What follows belongs to an exercise in optimizing a design on an open flow for small area and a short achievable clock period; a production flow would make more cautious choices. The RTL was checked by simulation tests, not by an equivalence proof against the original design. Power figures rest on the tool's default switching activity, not on a simulated workload.

==> module relu_pool2x2, before the edit <==
module relu_pool2x2 #(
    parameter int DATA_W = 32,
    parameter int MAX_W  = 64,
    parameter int CNT_W  = 10
) (
    input  logic              clk,
    input  logic              rst,
    input  logic              clear,
    input  logic [CNT_W-1:0]  map_w,
    input  logic [CNT_W-1:0]  map_h,
    input  logic              conv_ack,
    input  logic [DATA_W-1:0] conv_r,
    input  logic [DATA_W-1:0] conv_g,
    input  logic [DATA_W-1:0] conv_b,
    output logic [DATA_W-1:0] pool_out,
    output logic              pool_valid,
    output logic              frame_done,
    output logic              cfg_err
);
    localparam int VW = DATA_W - 1;    
    logic [4:0]    wcfg;       
    logic [8:0]    hcfg;       
    logic          w2;         
    logic [4:0]    sec;        
    logic [4:0]    secn;       
    logic [4:0]    cpair;      
    logic          codd;       
    logic [8:0]    rpair;      
    logic          rodd;       
    logic          gh;         
    logic          gt_tail;    
    logic          take;
    logic          cpair_last;
    logic          rpair_last;
    logic          shift;
    logic          cfg_bad;
    assign take       = conv_ack & ~clear & ~cfg_err;
    assign cpair_last = (cpair == wcfg);
    assign rpair_last = (rpair == hcfg);
    assign shift      = take & ~codd;
    assign cfg_bad  = map_w[0] | map_h[0]
                    | (map_w < CNT_W'(2)) | (map_h < CNT_W'(2))
                    | (map_w > CNT_W'(MAX_W));
    logic [VW-1:0] head;       
    logic          gq;         
    logic          gq_o;       
    logic          sq;         
    logic [VW-1:0] uq;         
    logic [VW-1:0] xq;         
    logic [VW-1:0] tail;
    logic [VW-1:0] q1  [1];
    logic [VW-1:0] q2  [2];
    logic [VW-1:0] q4  [4];
    logic [VW-1:0] q8  [8];
    logic [VW-1:0] q15 [15];
    logic [VW-1:0] m1, m2, m4, m8, m15;
    assign m1  = ({VW{sec[0]}} & q1[0])   | ({VW{secn[0]}} & head);
    assign m2  = ({VW{sec[1]}} & q2[1])   | ({VW{secn[1]}} & m1);
    assign m4  = ({VW{sec[2]}} & q4[3])   | ({VW{secn[2]}} & m2);
    assign m8  = ({VW{sec[3]}} & q8[7])   | ({VW{secn[3]}} & m4);
    assign m15 = ({VW{sec[4]}} & q15[14]) | ({VW{secn[4]}} & m8);
    always_ff @(posedge clk) begin
        gq <= take & gt;
        gq_o <= take & codd & rodd & gt;
        sq <= sat;
        uq <= u[VW-1:0];
        xq <= take ? x : head;
    end
    assign head = gq ? (uq | {VW{sq}}) : xq;
    always_ff @(posedge clk) begin
        if (shift) begin
            q1[0] <= head;
            q2[0] <= m1;
            q2[1] <= q2[0];
            q4[0] <= m2;
            for (int i = 1; i < 4; i++) q4[i] <= q4[i-1];
            q8[0] <= m4;
            for (int i = 1; i < 8; i++) q8[i] <= q8[i-1];
            q15[0] <= m8;
            for (int i = 1; i < 15; i++) q15[i] <= q15[i-1];
            tail <= m15;
        end
    end
    logic [VW-1:0] x;
    assign x = ({VW{gh}} & head) | ({VW{gt_tail}} & tail);
    logic [31:0] ru, gu, bu, k1, c1;
    logic [32:0] k2, c2, a1, b1, xn;
    logic [33:0] u, v;
    logic        gt;
    logic        sat;
    assign ru = {~conv_r[DATA_W-1], conv_r[DATA_W-2:0]};
    assign gu = {~conv_g[DATA_W-1], conv_g[DATA_W-2:0]};
    assign bu = {~conv_b[DATA_W-1], conv_b[DATA_W-2:0]};
    assign k1 = ru ^ gu ^ bu;
    assign c1 = (ru & gu) | (ru & bu) | (gu & bu);
    assign u  = {2'b00, k1} + {1'b0, c1, 1'b0};
    assign a1 = {1'b0, k1};
    assign b1 = {c1, 1'b0};
    assign xn = {2'b00, ~x};
    assign k2 = a1 ^ b1 ^ xn;
    assign c2 = (a1 & b1) | (a1 & xn) | (b1 & xn);
    assign v  = {1'b0, k2} + {c2, 1'b0};
    assign gt  = v[33];
    assign sat = u[33];
    assign pool_out = {1'b0, gq_o ? (uq | {VW{sq}}) : xq};
    logic [4:0] wnew;
    logic [4:0] snew;
    assign wnew = map_w[5:1] - 5'd1;
    assign snew = (wnew - 5'd1 >= 5'd15) ? {1'b1, 4'(wnew - 5'd16)} : {1'b0, 4'(wnew - 5'd1)};
    always_ff @(posedge clk) begin
        if (clear) begin
            wcfg <= wnew;
            hcfg <= map_h[9:1] - 9'd1;
            w2   <= (wnew == 5'd0);
            sec  <= snew;
            secn <= ~snew;
        end
    end
    always_ff @(posedge clk or posedge rst) begin
        if (rst) begin
            cfg_err <= 1'b1;
        end else if (clear) begin
            cfg_err <= cfg_bad;
        end
    end
    logic codd_n, rodd_n;
    always_comb begin
        codd_n = codd;
        rodd_n = rodd;
        if (clear) begin
            codd_n = 1'b0;
            rodd_n = 1'b0;
        end else if (take) begin
            codd_n = ~codd;
            if (codd && cpair_last) rodd_n = ~rodd;
        end
    end
    always_ff @(posedge clk) begin
        codd    <= codd_n;
        rodd    <= rodd_n;
        gh      <= codd_n | (rodd_n & w2);
        gt_tail <= ~codd_n & rodd_n & ~w2;
    end
    always_ff @(posedge clk) begin
        if (clear) begin
            cpair <= '0;
            rpair <= '0;
        end else if (take && codd) begin
            if (cpair_last) begin
                cpair <= '0;
                if (rodd) rpair <= rpair_last ? '0 : rpair + 9'd1;
            end else begin
                cpair <= cpair + 5'd1;
            end
        end
    end
    always_ff @(posedge clk or posedge rst) begin
        if (rst) begin
            pool_valid <= 1'b0;
            frame_done <= 1'b0;
        end else begin
            pool_valid <= take & codd & rodd;
            frame_done <= take & codd & rodd & cpair_last & rpair_last;
        end
    end
endmodule
==> flow/config.mk <==
export PLATFORM = sky130hd
export DESIGN_NAME = relu_pool2x2
export DESIGN_NICKNAME = relu_pool2x2
export VERILOG_FILES = /design/flow/design.v
export SDC_FILE = /design/flow/constraint.sdc
export NUM_CORES = 4
export LEC_CHECK = 0
export CAP_MARGIN = 20
export CORE_MARGIN = 2
export CORE_UTILIZATION = 65
export SLEW_MARGIN = 20
==> flow/constraint.sdc <==
create_clock -name core_clock -period 11.0 [get_ports {clk}]
set_input_delay 2.2000 -clock core_clock [delete_from_list [all_inputs] [get_ports {clk}]]
set_output_delay 2.2000 -clock core_clock [all_outputs]
set_load 0.01 [all_outputs]
standard.sh (not shown) runs the stock make flow with config.mk's settings and CLKGATE_MAP_FILE= SYNTH_SCRIPT=/design/flow/synth_recipe.tcl, a recipe that flattens the netlist after the stock synthesis.
==> flow/flow/run.sh <==
#!/bin/bash
# Own layout flow: the standard ORFS flow (standard.sh) with
#  - synthesis as standard.sh runs it, except that adders are not extracted into the
#    library's full/half-adder cells (ADDER_MAP_FILE empty) and ABC maps the logic with a
#    delay-driven 'map -D 1500' script (flow/abc_speed.script) in place of ORFS's
#    abc_speed.script; the registers are mapped before ABC runs, so they are the standard
#    synthesis's,
#  - port buffers of a plain buffer cell (buf_2) instead of the default delay-cell choice,
#  - clock tree synthesis with clkbuf_8 clusters of up to 16 sinks within 50 um and no
#    dummy loads,
#  - a tighter setup-repair target (SETUP_SLACK_MARGIN=7 at the design's 11 ns clock).
# Every tool's output goes to the ORFS logs under orfs/logs; make's own output to make.log.
set -euo pipefail
SD="$PWD/orfs_scripts"
rm -rf "$SD"
cp -r "$FLOW_HOME/scripts" "$SD"
cp flow/abc_speed.script "$SD/abc_speed.script"
export SCRIPTS_DIR="$SD"
export BUFFER_PORTS_ARGS="-buffer_cell sky130_fd_sc_hd__buf_2"
export CTS_ARGS="-sink_clustering_enable -repair_clock_nets -buf_list sky130_fd_sc_hd__clkbuf_8 -sink_clustering_size 16 -sink_clustering_max_diameter 50 -dont_use_dummy_load"
bash standard.sh ADDER_MAP_FILE= SETUP_SLACK_MARGIN=7 finish > make.log 2>&1
==> flow/flow/abc_speed.script <==
strash
dch
map -D 1500
buffer -c
topo
stime -c
upsize -c
dnsize -c
The baseline went through all stages and came out clean.
==> next run, changes <==
--- a/flow/design.v
+++ b/flow/design.v
@@ -43,7 +43,6 @@
                     | (map_w > CNT_W'(MAX_W));
     logic [VW-1:0] head;       
     logic          gq;         
-    logic          gq_o;       
     logic          sq;         
     logic [VW-1:0] uq;         
     logic [VW-1:0] xq;         
@@ -61,7 +60,6 @@
     assign m15 = ({VW{sec[4]}} & q15[14]) | ({VW{secn[4]}} & m8);
     always_ff @(posedge clk) begin
         gq <= take & gt;
-        gq_o <= take & codd & rodd & gt;
         sq <= sat;
         uq <= u[VW-1:0];
         xq <= take ? x : head;
@@ -102,7 +100,7 @@
     assign v  = {1'b0, k2} + {c2, 1'b0};
     assign gt  = v[33];
     assign sat = u[33];
-    assign pool_out = {1'b0, gq_o ? (uq | {VW{sq}}) : xq};
+    assign pool_out = {1'b0, head};
     logic [4:0] wnew;
     logic [4:0] snew;
     assign wnew = map_w[5:1] - 5'd1;
After rerunning: Worst setup slack is worse by 0.13 ns. Wire length hardly moves. Hold slack is worse by 0.019 ns. Die area went down by 1.5%. Design area went down by 0.60%. Sequential share of layout area went up by 0.38 points. Clock power went up by about 3%. Sequential power went up by about 0.9%. Combinational power went up by 3.7%. Via count went down by 2.0%. Utilization went up by 0.11 points. Critical path depth went down by 8. Global-route usage is about the same. Synthesized cell count went down by 4.2%.

afterwards: timing with drivers on the ports:
The results above use ideal ports. As a check the final layouts listed here were re-extracted and re-timed, cells and wires unchanged.
Step 1: set_driving_cell puts a clkbuf_16 on clk and a buf_2 on each other input, an assumption about the parent block.
Step 2, shift: input delay + t, output delay - t, t = (earliest + latest rising clock arrival at the registers) / 2. This alone moves slack from input paths to output paths.
a / b / c = ideal / step 1 / step 2; a / b = the first two.
| run | t, ns | slack for setup (ns) | cell pins on the clock port's net |
|---|---|---|---|
| the first run | 0.720 | 7.033 / 6.976 / 6.352 | 1 |
| the second run | 0.710 | 6.899 / 6.838 / 6.365 | 1 |
After both steps setup and hold are still met in every run listed. The setup slack of the first run, which loses most, moves by -0.057 ns with the drivers and by -0.681 ns with both steps.
